Context: an optimization exercise on an open-source flow, tuned for small area and a short achievable clock period. The choices shown serve that exercise and are no tape-out recipe. In this exercise RTL edits were held to simulation tests only and were not proved equivalent to the original. No activity file was given, so power comes from the tool's default toggle rates.

==> flow/design.v, too long to show whole: its modules and the start of the top module <==
// module pipe_mul: 4457 lines
// module pm_fa: 10 lines
// module pm_ha: 9 lines
module pipe_mul #(
    parameter int XLEN   = 32,
    parameter int STAGES = 4,
    parameter int TAG_W  = 4
) (
    input  logic                clk_i,
    input  logic                rst_i,
    input  logic                req_i,
    input  logic                flush_i,
    input  logic [1:0]          op_i,
    input  logic [XLEN-1:0]     a_i,
    input  logic [XLEN-1:0]     b_i,
    input  logic [TAG_W-1:0]    tag_i,
    output logic                ready_o,
    output logic [XLEN-1:0]     result_o,
    output logic [2*XLEN-1:0]   product_o,
    output logic [TAG_W-1:0]    tag_o,
    output logic                busy_o
);
  // ...
==> flow/flow/run.sh <==
#!/bin/bash
# Standard layout with plain buf_2 port buffers.
export BUFFER_PORTS_ARGS="-buffer_cell sky130_fd_sc_hd__buf_2"
bash standard.sh > standard.log 2>&1
==> flow/standard.sh <==
#!/bin/bash
# synth_recipe.tcl (not shown) runs the flow's synth.tcl, then flattens the netlist and writes it again
# the make line also repeats each setting of config.mk as NAME=value (left out here)
make -C /OpenROAD-flow-scripts/flow DESIGN_CONFIG=/design/flow/config.mk WORK_HOME=/design/flow/orfs CLKGATE_MAP_FILE= SYNTH_SCRIPT=/design/flow/synth_recipe.tcl "${@:-finish}"
==> flow/config.mk <==
export PLATFORM = sky130hd
export DESIGN_NAME = pipe_mul
export DESIGN_NICKNAME = pipe_mul
export VERILOG_FILES = /design/flow/design.v
export SDC_FILE = /design/flow/constraint.sdc
export NUM_CORES = 4
export LEC_CHECK = 0
export ABC_AREA = 1
export CAP_MARGIN = 20
export CORE_MARGIN = 2
export CORE_UTILIZATION = 40
export CTS_BUF_LIST = sky130_fd_sc_hd__clkbuf_4 sky130_fd_sc_hd__clkbuf_8
export CTS_CLUSTER_DIAMETER = 40
export CTS_CLUSTER_SIZE = 20
export SETUP_SLACK_MARGIN = 5
export SLEW_MARGIN = 20
export SYNTH_HIERARCHICAL = 1
==> flow/constraint.sdc <==
create_clock -name core_clock -period 8.5 [get_ports {clk_i}]
set_input_delay 1.7000 -clock core_clock [delete_from_list [all_inputs] [get_ports {clk_i}]]
set_output_delay 1.7000 -clock core_clock [all_outputs]
set_load 0.01 [all_outputs]
==> flow_metrics.env, run 1 <==
export IMPL_antenna_found_initial=5
export IMPL_synthMuxAreaShare_pct=0.03416
export IMPL_switching_power_mw=6.323
export IMPL_power_top_group="combinational logic"
export IMPL_path_common_cell="fa_1"
export IMPL_post_dp_cell_area_sq_mm=0.03431
export IMPL_cp_slowest_cell="dfxtp_1"
export IMPL_n_antenna_cell=3
export IMPL_area_share_clock_buf_inv_pct=4.899
export IMPL_worst_slack_ns=5.060
export IMPL_required_ns=9.09
export IMPL_met3_usage_pct=5.780
export IMPL_portBuffers=175
export IMPL_max_cap_viol_count=0
export IMPL_final_hold_violation_count=0
export IMPL_cts_max_level=3
export IMPL_fin_crit_ns=3.440
export IMPL_rr_worst_depth=6
export IMPL_worst_path_stages=6
export IMPL_run_status="finished clean"
export IMPL_multi_input_area_share_pct=60.40
export IMPL_grt_pass1_vias=24580
export IMPL_syn2layout_area_growth_pct=10.02
export IMPL_n_all_inverters=214
export IMPL_layout_drive_gt1_share_pct=13.98
export IMPL_syn_num_nets=3833
export IMPL_seq_cells=451
==> run 2, diff against run 1 <==
--- a/flow/config.mk
+++ b/flow/config.mk
@@ -12,5 +12,5 @@
 export CTS_BUF_LIST = sky130_fd_sc_hd__clkbuf_4 sky130_fd_sc_hd__clkbuf_8
 export CTS_CLUSTER_DIAMETER = 40
-export CTS_CLUSTER_SIZE = 20
+export CTS_CLUSTER_SIZE = 16
 export SETUP_SLACK_MARGIN = 5
 export SLEW_MARGIN = 20
==> run 2 against run 1 <==
Hold slack gained 0.00076 ns. Sequential cell count is the same. Clock-buffer cell count is the same. Synthesized cell count is the same. Sequential power is essentially flat. Critical path type unchanged. Largest cell class unchanged.
==> flow_metrics.env, run 2 <==
export IMPL_grt_setup_unrepaired="true"
export IMPL_grt_usage_pct=23.28
export IMPL_path_common_cell="fa_1"
export IMPL_end_kind="flip-flop"
export IMPL_relSlewSlack_pct=32.68
export IMPL_ir_worst_vdd_uv=174.5
export IMPL_cp_slowest_cell="dfxtp_2"
export IMPL_cts_buffers_inserted=70
export IMPL_synthTopCellsByCount="xor2_1 (546), o22ai_1 (520), fa_1 (501)"
export IMPL_final_hold_violation_count=0
export IMPL_worst_hold_slack_ns=0.3105
export IMPL_die_h_um=291.1
export IMPL_portBuffers=175
export IMPL_gp_congestion=0.8365
export IMPL_viasPerCell=5.592
export IMPL_coreArea_sq_mm=0.08185
export IMPL_path_cells="o22ai_1 > xor2_1 > fa_1 > fa_1 > fa_1 > fa_1"
export IMPL_fill_cells=7781
export IMPL_layout_commonest_cell="xor2_1"
export IMPL_design_die_area_sq_mm=0.08472
export IMPL_synth_warnings=8
export IMPL_syn_num_nets=3833
export IMPL_yosysTopAreaCell="fa_1"
export IMPL_ys_seq_elements=451
export IMPL_drtAntennaViolNets=0
export IMPL_dr_total_vias=23800
export IMPL_tns_ns=0
export IMPL_hpwl_um=64570
export IMPL_ys_types=32
export IMPL_fin_crit_ns=3.444
export IMPL_cts_clk_slew_worst_paths_ns=0.08
export IMPL_required_ns=9.07
export IMPL_run_status="finished clean"
export IMPL_cts_tree="yes"
export IMPL_wl_per_cell_um=23.45
export IMPL_std_cell_rows=105
export IMPL_syn_avg_cell_area_sq_um=10.48
export IMPL_p_per_area_mw_per_mm2=387.6
export IMPL_critPathKind="reg2reg"
export IMPL_slowest_delay_ns=0.95
export IMPL_seq_area_sq_mm=0.009149
export IMPL_rrSetupSlack_ns=5.06
export IMPL_rr_startpoint="r1_w343"
export IMPL_tightestPinTransition_ns=1.008
export IMPL_synth_edf_count=0
export IMPL_cp_endpoint="r2_w1005"
export IMPL_slew_violations=0
export IMPL_yosysTopAreaCellShare_pct=30.43
export IMPL_instances_no_fill=4256
export IMPL_grt_max_degree=44
export IMPL_reg_largest_list="product_o (64), r_tag (12), tag_o (4)"
export IMPL_wl_um=99780
export IMPL_cts_buffer_depth=3
export IMPL_clock_latency_ns=0.71
export IMPL_final_util_pct=44.27
export IMPL_max_cap_viol_count=0
export IMPL_r2r_end="r2_w1005"
export IMPL_totalPowerFinal_mw=14.05
export IMPL_crit_fanout=34
export IMPL_grt_pass1_vias=24610
export IMPL_leakage_nw=15.55
export IMPL_syn2layout_area_growth_pct=9.922
export IMPL_synth_seq_area_share_pct=27.39
export IMPL_setup_worst_path_start="r1_w343"
export IMPL_cts_max_level=3
export IMPL_worst_ep_arrival_time_ns=4.01
export IMPL_drt_iter0_markers=2215
export IMPL_fmax_mhz=290.3
export IMPL_skew_ns=0.06284
export IMPL_root_buffer="clkbuf_8"
export IMPL_die_x_um=291.1
export IMPL_drc=0
export IMPL_setup_viol=0
export IMPL_clock_sinks=451
export IMPL_netlist_area_sq_mm=0.03296
export IMPL_dp_cells=4118
export IMPL_synth_area_leaders="fa_1 (30%), dfxtp_1 (27%), xor2_1 (15%), o22ai_1 (9.9%), ha_1 (4.3%)"
export IMPL_num_io_pins=176
export IMPL_final_cell_mix="xor2_1 (546), o22ai_1 (520), fa_1 (501)"
export IMPL_min_path_type="reg2reg"
export IMPL_antenna_found_initial=5
export IMPL_crit_path_start_kind="flip-flop"
export IMPL_rr_worst_depth=6
export IMPL_grt_pass1_wl_um=151800
export IMPL_largest_reg_flops=64
export IMPL_layout_drive_gt1_share_pct=13.98
export IMPL_drt_first_pass_iters=7
export IMPL_fin_nets=3813
export IMPL_postSynthCellCount=3146
export IMPL_synthArstFlopShare_pct=0
export IMPL_synthFlopType="dfxtp_1"
export IMPL_period_share_pct=40.52
export IMPL_grt_overflow=0
export IMPL_regMostFlops="product_o"
export IMPL_multi_input_area_sq_mm=0.02191
export IMPL_start_util_pct=40.28
export IMPL_yosysMostFrequentCell="xor2_1"
## run 2: power breakdown
group / internal, mW / switching, mW
logic: 3.76 / 4.69
registers: 2.91 / 0.513
clock network: 1.09 / 1.09
total: 7.76 / 6.29
## run 2: cell families (layout without fill, tap and decap cells)
| kind of cell | count (synthesis) | after routing | share of synthesized area [%] |
|---|---|---|---|
| buffers and inverters | 528 | 566 | 6.202 |
| muxes | 1 | 1 | 0.03416 |
| and+or+nand+nor | 313 | 313 | 3.936 |
| DFF | 451 | 451 | 27.39 |
| xor gates and xnor gates | 561 | 561 | 14.91 |
| adders and majority gates | 613 | 613 | 34.68 |
| AOI/OAI and AO/OA | 679 | 679 | 12.86 |
| other | 0 | 2 | 0 |
## run 2: per-module statistics from Yosys (local to each module, per instance)
module / flip-flops and latches / cells inside / cell area, sq um
pipe_mul: 451 / 2625 / 22880
pm_ha: 0 / 1 / 12.51
pm_fa: 0 / 1 / 20.02
## run 2: per-layer routing
layer / share of wire (%) / vias up / GRT usage (%) / wire, um
li1: - / 10420 / - / -
met1: 42 / 11800 / 31.53 / 41890
met2: 45 / 1379 / 36.15 / 45270
met3: 10 / 206 / 5.917 / 10200
met4: 2.4 / 2 / 8.101 / 2407
met5: 0.013 / - / 0 / 13
## run 2: timing repair
action	in CTS	in global routing
setup buffers	3	2
hold buffers	0	0
pin swaps	0	0
gates resized for setup	8	27
endpoints found under the setup margin	47	73
## run 2: worst min path at each step
stage / from / slack [ns] / endpoint / cells past startpoint
6_report: r2_w782 / 0.31 / r3_r2_w782 / 0
5_1_grt: r1_b_i_21 / 0.32 / r2_r1_b_i_21 / 0
4_1_cts: r2_w782 / 0.31 / r3_r2_w782 / 0
3_5_place_dp: r1_b_i_21 / 0.31 / r2_r1_b_i_21 / 0
3_3_place_gp: r1_b_i_19 / 0.31 / r2_r1_b_i_19 / 0
2_1_floorplan: r1_b_i_19 / 0.31 / r2_r1_b_i_19 / 0
## run 2: critical path: cells and delay by family, from the launching register on
kind            cells  cell delay [ns]
flops               1             0.95
compound gates      1             0.22
fa+ha+maj           4             1.94
xor+xnor            1             0.23
## run 2: cell type report
type	count	area share [%]
Sequential cell	451	25.25
Timing Repair Buffer	222	3.543
Multi-Input combinational cell	2167	60.46
Clock buffer	76	2.869
Antenna cell	2	0.01381
Tap cell	1070	3.695
Clock inverter	54	1.954
Inverter	214	2.217
## run 2: stage by stage
step	instance area, sq um	worst slack [ns]
3_3_place_gp	34310	4.618
5_1_grt	36230	4.971
6_report	36230	5.056
3_5_place_dp	34310	4.601
2_1_floorplan	32960	5.362
4_1_cts	36120	5.005
==> run 3, diff against run 2 <==
==> flow/flow/run.sh (replaced) <==
#!/bin/bash
export BUFFER_PORTS_ARGS="-buffer_cell sky130_fd_sc_hd__buf_2"
bash standard.sh SETUP_SLACK_MARGIN=5.3 finish > standard.log 2>&1
==> run 3 against run 2 <==
Core utilization up 1.9 points. Clock skew down 0.00092 ns. Hold slack worse by 0.0014 ns. Sequential cell count unchanged. Clock-buffer cell count unchanged. Critical endpoint is now result_o[0]. Setup slack better by 0.013 ns. Non-clock buffer count up 57. Critical path type is now reg2out. Design area up 4.2%. Die area unchanged.
==> flow_metrics.env, run 3 <==
export IMPL_critPathKind="reg2out"
export IMPL_switching_power_mw=6.457
export IMPL_period_share_pct=40.36
export IMPL_cts_tree="yes"
export IMPL_ys_seq_elements=451
export IMPL_dr_wl_met3_um=11490
export IMPL_seq_area_sq_mm=0.009224
export IMPL_synthArstFlopShare_pct=0
export IMPL_fin_nets=3870
export IMPL_synthTopCellsByCount="xor2_1 (546), o22ai_1 (520), fa_1 (501)"
export IMPL_relSlewSlack_pct=39.36
export IMPL_synth_warnings=8
export IMPL_fmax_mhz=291.5
export IMPL_viasPerCell=5.660
export IMPL_slew_violations=0
export IMPL_synth_area_leaders="fa_1 (30%), dfxtp_1 (27%), xor2_1 (15%), o22ai_1 (9.9%), ha_1 (4.3%)"
export IMPL_pre_cts_slack_ns=4.601
export IMPL_std_cell_rows=105
export IMPL_drt_first_pass_iters=5
export IMPL_tns_ns=0
export IMPL_dr_total_vias=24410
export IMPL_synth_top_family_by_area="adder cells"
export IMPL_route_met2_wl_um=47150
export IMPL_yosysMostFrequentCell="xor2_1"
export IMPL_top_layer_used="met5"
export IMPL_drc=0
export IMPL_cts_max_level=3
export IMPL_p_per_area_mw_per_mm2=382.7
export IMPL_cts_buffer_depth=3
export IMPL_crit_path_start_kind="flip-flop"
export IMPL_final_hold_violation_count=0
export IMPL_root_buffer="clkbuf_8"
export IMPL_worst_ep_arrival_time_ns=1.73
export IMPL_num_io_pins=176
export IMPL_yosysTopAreaCell="fa_1"
export IMPL_clock_latency_ns=0.71
export IMPL_power_switching_share_pct=44.69
export IMPL_cts_hold_buffers_added=0
export IMPL_required_ns=6.80
export IMPL_ys_types=32
export IMPL_rr_startpoint="r1_b_i_15"
export IMPL_syn_avg_cell_area_sq_um=10.48
export IMPL_grt_pass1_vias=24650
export IMPL_comb_power_share_pct=61.6
export IMPL_cts_buffers_inserted=70
export IMPL_design_die_area_sq_mm=0.08472
export IMPL_grt_overflow=0
export IMPL_synthFlopType="dfxtp_1"
export IMPL_leakage_nw=16.23
export IMPL_clkPwrFrac_pct=15.1
export IMPL_skew_ns=0.06191
export IMPL_hold_start="r2_w782"
export IMPL_setup_worst_path_start="r_sel_lo"
export IMPL_cts_clk_slew_worst_paths_ns=0.08
export IMPL_setup_viol=0
export IMPL_multi_input_area_sq_mm=0.02224
export IMPL_syn2layout_area_growth_pct=14.53
export IMPL_netlist_area_sq_mm=0.03296
export IMPL_crit_fanout=16
export IMPL_synthMuxAreaShare_pct=0.03416
export IMPL_synthXorXnorAreaFrac_pct=14.91
export IMPL_ir_worst_vdd_uv=174.2
export IMPL_worst_slack_ns=5.069
export IMPL_layout_drive_gt1_share_pct=18.54
export IMPL_portBuffers=175
export IMPL_hpwl_um=64570
export IMPL_synth_edf_count=0
export IMPL_drtAntennaViolNets=0
export IMPL_power_internal_mw=7.992
export IMPL_die_h_um=291.1
export IMPL_synth_seq_area_share_pct=27.39
export IMPL_run_status="finished clean"
export IMPL_wl_um=105200
export IMPL_seqPwrFrac_pct=23.3
export IMPL_wl_per_cell_um=24.39
export IMPL_fill_cells=7593
export IMPL_grt_max_degree=44
export IMPL_synth_simple_area_share_pct=3.936
export IMPL_grt_usage_pct=23.42
export IMPL_coreArea_sq_mm=0.08185
export IMPL_reg_largest_list="product_o (64), r_tag (12), tag_o (4)"
export IMPL_tightestPinTransition_ns=0.9085
export IMPL_clock_sinks=451
export IMPL_synth_fa_ha_area_share_pct=34.68
export IMPL_die_x_um=291.1
export IMPL_end_kind="output pin"
export IMPL_synth_compound_area_share_pct=12.86
export IMPL_start_util_pct=40.28
export IMPL_yosysTopAreaCellShare_pct=30.43
export IMPL_drt_iter0_markers=2350
export IMPL_wirelength_met1_um=42740
export IMPL_min_path_type="reg2reg"
export IMPL_max_cap_viol_count=0
export IMPL_grt_pass1_wl_um=152600
export IMPL_final_cell_mix="xor2_1 (545), o22ai_1 (515), fa_1 (495)"
export IMPL_gp_congestion=0.8365
export IMPL_regMostFlops="product_o"
export IMPL_syn_num_nets=3833
export IMPL_largest_reg_flops=64
export IMPL_antenna_found_initial=5
export IMPL_fin_crit_ns=3.431
export IMPL_layout_commonest_cell="xor2_1"
export IMPL_grt_setup_unrepaired="true"
export IMPL_postSynthCellCount=3146
## run 3: cell counts after synthesis
No cell type changed its count.
## run 3: what timing repair did
item / CTS / global route
gates resized for setup: 114 / 121
setup buffers: 12 / 46
endpoints found under the setup margin: 142 / 109
cloned: 1 / 3
pin swaps: 2 / 18
## run 3: metal layers
layer / vias to the layer above / track usage [%]
met2: 1564 / 36.32
met5: - / 0
met3: 283 / 6.215
met1: 12040 / 31.42
met4: 2 / 8.581
li1: 10530 / -
## run 3: layout make-up
class,count,share of cell area [%]
inverter,214,2.128
timing repair buffer,279,6.356
sequential,451,24.43
clock inverter,54,1.876
multi-input combinational,2167,58.90
tap,1070,3.546
antenna,2,0.01326
clock buffer,76,2.754
## run 3: cell families after synthesis
group / count (synthesis)
fa+ha+maj: 613
mux: 1
simple gates: 313
buf+inv: 528
compound gates: 679
flops: 451
xor+xnor: 561
## run 3: critical path, stage by stage, from the launching register on
cell,delay (ns)
dfxtp_4,0.36
buf_6,0.14
clkbuf_16,0.19
o21ai_0,0.20
buf_2,0.17
## run 3: stage by stage
stage | area (sq um) | hold slack [ns] | total power, mW | std cells | util (%)
after global routing | 37750 | 0.3182 | 15.77 | 4312 | 46.13
after global placement | 34310 | 0.3100 | 11.62 | 4118 | 41.92
after floorplan | 32960 | 0.3096 | 8.923 | 3146 | -
after CTS | 36470 | 0.3064 | 14.06 | 4261 | 44.56
after detailed placement | 34310 | 0.3120 | 11.81 | 4118 | 41.92
final | 37760 | 0.3092 | 14.45 | 4313 | 46.13
## run 3: per-module statistics from Yosys, one instance, submodules excluded
module	cell area, sq um	flops+latches
pipe_mul	22880	451
pm_fa	20.02	0
pm_ha	12.51	0
## run 3: power groups by stage
stage	sequential, mW	combinational, mW	clock [mW]
2_1_floorplan	3.16	5.76	0
3_3_place_gp	3.45	8.17	0
3_5_place_dp	3.46	8.35	0
4_1_cts	3.41	8.41	2.24
5_1_grt	3.43	10.0	2.33
6_report	3.37	8.90	2.18
## run 3: worst paths after layout
check	depth (start not counted)	end	slack (ns)
setup / recovery	4	result_o[0]	5.07
hold reg to reg	0	r3_r2_w782	0.31
setup reg to reg	6	r2_w1005	5.34
hold / removal	0	r3_r2_w782	0.31
==> run 4, diff against run 3 <==
==> flow/flow/run.sh (replaced) <==
#!/bin/bash
# Standard layout with plain buf_2 port buffers and a clock tree without
# dummy loads.
export BUFFER_PORTS_ARGS="-buffer_cell sky130_fd_sc_hd__buf_2"
export CTS_ARGS="-sink_clustering_enable -repair_clock_nets -sink_clustering_size 16 -sink_clustering_max_diameter 40 -buf_list {sky130_fd_sc_hd__clkbuf_4 sky130_fd_sc_hd__clkbuf_8} -dont_use_dummy_load"
bash standard.sh > standard.log 2>&1
==> run 4 against run 3 <==
Still clean on timing, DRC and antenna. Hold slack worse by 0.049 ns. Clock power is 32% lower. Non-clock buffer count is 59 lower. Core utilization is 2.8 points lower. Clock-buffer cell count is 6 lower. Cell count is 2.8% lower. Clock skew is 0.051 ns higher. Register-to-register slack worse by 0.30 ns. Design area is 6.1% lower. Highest routed layer unchanged. Sequential cell count stayed put. Combinational power is 5.2% lower. Critical path type is now reg2reg. Largest cell class unchanged. Sequential power is 1% higher.
==> flow_metrics.env, run 4 <==
export IMPL_max_cap_viol_count=0
export IMPL_seqPwrFrac_pct=25.7
export IMPL_grt_max_degree=44
export IMPL_p_per_area_mw_per_mm2=376.1
export IMPL_synth_area_leaders="fa_1 (30%), dfxtp_1 (27%), xor2_1 (15%), o22ai_1 (9.9%), ha_1 (4.3%)"
export IMPL_fin_nets=3811
export IMPL_netlist_area_sq_mm=0.03296
export IMPL_path_delay_family="adder cells"
export IMPL_crit_fanout=34
export IMPL_power_internal_mw=7.390
export IMPL_std_cell_rows=105
export IMPL_synth_seq_area_share_pct=27.39
export IMPL_run_status="finished clean"
export IMPL_relSlewSlack_pct=32.03
export IMPL_totalPowerFinal_mw=13.33
export IMPL_syn2layout_area_growth_pct=7.523
export IMPL_dr_total_vias=23630
export IMPL_final_util_pct=43.31
export IMPL_cts_buffers_inserted=70
export IMPL_synthArstFlopShare_pct=0
export IMPL_gp_congestion=0.8365
export IMPL_path_buf_inv=0
export IMPL_power_switching_share_pct=44.57
export IMPL_die_h_um=291.1
export IMPL_antenna_found_initial=5
export IMPL_viasPerCell=5.633
export IMPL_coreArea_sq_mm=0.08185
export IMPL_final_cell_mix="xor2_1 (546), o22ai_1 (520), fa_1 (500)"
export IMPL_clock_latency_ns=0.71
export IMPL_final_hold_violation_count=0
export IMPL_end_kind="flip-flop"
export IMPL_path_cells="o22ai_1 > xor2_1 > fa_1 > fa_1 > fa_1 > fa_1"
export IMPL_worst_ep_arrival_time_ns=3.95
export IMPL_syn_num_nets=3833
export IMPL_path_common_cell="fa_1"
export IMPL_period_share_pct=40.67
export IMPL_worst_hold_slack_ns=0.2597
export IMPL_fin_crit_ns=3.457
export IMPL_synth_edf_count=0
export IMPL_required_ns=8.99
export IMPL_cp_slowest_cell="dfxtp_2"
export IMPL_ys_seq_elements=451
export IMPL_grt_pass1_vias=24360
export IMPL_num_io_pins=176
export IMPL_reg_largest_list="product_o (64), r_tag (12), tag_o (4)"
export IMPL_hpwl_um=64570
export IMPL_synthTopCellsByCount="xor2_1 (546), o22ai_1 (520), fa_1 (501)"
export IMPL_grt_usage_pct=23.19
export IMPL_min_path_type="reg2reg"
export IMPL_drtAntennaViolNets=0
export IMPL_worst_slack_ns=5.043
export IMPL_postSynthCellCount=3146
export IMPL_tns_ns=0
export IMPL_fmax_mhz=289.3
export IMPL_syn_avg_cell_area_sq_um=10.48
export IMPL_critPathKind="reg2reg"
export IMPL_setup_viol=0
export IMPL_fill_cells=7874
export IMPL_yosysTopAreaCell="fa_1"
export IMPL_wl_per_cell_um=23.66
export IMPL_seq_area_sq_mm=0.009153
export IMPL_grt_pass1_wl_um=151100
export IMPL_regMostFlops="product_o"
export IMPL_grt_setup_unrepaired="true"
export IMPL_wl_um=99250
export IMPL_root_buffer="clkbuf_8"
export IMPL_layout_commonest_cell="xor2_1"
export IMPL_cts_buffer_depth=3
export IMPL_ys_types=32
export IMPL_yosysMostFrequentCell="xor2_1"
export IMPL_pre_cts_slack_ns=4.601
export IMPL_grt_overflow=0
export IMPL_cts_max_level=3
export IMPL_rrSetupSlack_ns=5.04
export IMPL_synth_warnings=8
export IMPL_cts_tree="yes"
export IMPL_start_util_pct=40.28
export IMPL_layout_drive_gt1_share_pct=12.33
export IMPL_yosysTopAreaCellShare_pct=30.43
export IMPL_slowest_delay_ns=0.96
export IMPL_cts_hold_buffers_added=0
export IMPL_drc=0
export IMPL_cts_clk_slew_worst_paths_ns=0.07
export IMPL_switching_power_mw=5.942
export IMPL_die_x_um=291.1
export IMPL_drt_first_pass_iters=8
export IMPL_slew_violations=0
export IMPL_multi_input_area_sq_mm=0.02191
export IMPL_skew_ns=0.1127
export IMPL_comb_power_share_pct=63.3
export IMPL_drt_iter0_markers=2018
export IMPL_ir_worst_vdd_uv=170.5
export IMPL_leakage_nw=15.17
export IMPL_synthFlopType="dfxtp_1"
export IMPL_largest_reg_flops=64
export IMPL_tightestPinTransition_ns=1.018
export IMPL_clkPwrFrac_pct=11.1
export IMPL_design_die_area_sq_mm=0.08472
export IMPL_portBuffers=175
export IMPL_clock_sinks=451
export IMPL_crit_path_start_kind="flip-flop"
[run 4: final cells by class]
class | instances | area share, %
Timing Repair Buffer | 220 | 3.587
Clock buffer | 70 | 2.718
Multi-Input combinational cell | 2167 | 61.82
Sequential cell | 451 | 25.82
Antenna cell | 2 | 0.01412
Tap cell | 1070 | 3.777
Inverter | 214 | 2.266
[run 4: Yosys stat by module (local to each module, per instance)]
module,copies in the design,cells inside,flip-flops and latches,cell area [sq um]
pipe_mul,1,2625,451,22880
pm_fa,475,1,0,20.02
pm_ha,46,1,0,12.51
[run 4: logic make-up (layout without fill, tap and decap cells)]
group	count (synthesis)	count (layout)	synth area share (%)
AO/OA/AOI/OAI	679	679	12.86
XOR/XNOR	561	561	14.91
adder cells (fa/ha/maj)	613	613	34.68
buffers and inverters	528	504	6.202
flip-flops	451	451	27.39
multiplexers	1	1	0.03416
other	0	2	0
AND/OR/NAND/NOR	313	313	3.936
[run 4: stage by stage]
| step | cells | instance area (sq um) |
|---|---|---|
| after detailed placement | 4118 | 34310 |
| after global placement | 4118 | 34310 |
| after CTS | 4190 | 35340 |
| after global routing | 4193 | 35440 |
| final | 4194 | 35440 |
| after floorplan | 3146 | 32960 |
[run 4: power groups by stage]
stage	Sequential, mW	Clock, mW	Combinational, mW
after global routing	3.48	1.61	9.59
after global placement	3.45	0	8.17
final	3.42	1.48	8.44
after detailed placement	3.46	0	8.35
after floorplan	3.16	0	5.76
after CTS	3.41	1.53	8.37
[run 4: repair_timing]
item | CTS | global route
gates resized for setup | 12 | 27
buffers inserted | 2 | 1
setup endpoints to repair | 46 | 55
endpoints found under the hold margin | 0 | 0
pin swaps | 0 | 0
[run 4: path summary, 6_finish.rpt]
kind,startpoint,to,cells past startpoint
worst min register to register,r2_w782,r3_r2_w782,0
worst min-delay path,r2_w782,r3_r2_w782,0
worst max register to register,r1_w229,r2_w991,6
worst max-delay path,r1_w229,r2_w991,6
[run 4: layer usage]
metal | track usage, % | part of all wire [%] | vias to the layer above
met5 | 0 | 0.013 | -
met4 | 7.911 | 2.6 | 2
met3 | 5.604 | 9.7 | 213
met2 | 36.08 | 45 | 1330
met1 | 31.61 | 42 | 11750
li1 | - | - | 10330

==> afterwards: timing with drivers on the ports <==
How much do the figures lean on ideal ports? The routed layouts below were timed once more, with nothing changed but the port constraints. Step 1, drivers: a clkbuf_16 drives clk_i and a buf_2 each remaining input, both assumed. Step 2, shift: input delay + t, output delay - t, t = (earliest + latest rising clock arrival at the registers) / 2. This alone moves slack from input paths to output paths. Slacks: ideal ports / drivers / drivers and shift; pairs: ideal ports / drivers.
run	shift t [ns]	slack for setup (ns)	hold slack, ns	slew at the worst register clock pin (ns)
run 1	0.748	5.060 / 4.995 / 5.060	0.310 / 0.310 / 0.310	0.10 / 0.10
run 2	0.742	5.056 / 4.998 / 5.056	0.311 / 0.311 / 0.311	0.09 / 0.09
run 3	0.743	5.069 / 5.002 / 5.258	0.309 / 0.309 / 0.309	0.09 / 0.09
run 4	0.707	5.043 / 5.029 / 5.043	0.260 / 0.260 / 0.260	0.09 / 0.09
After both steps setup and hold are still met in every run listed.
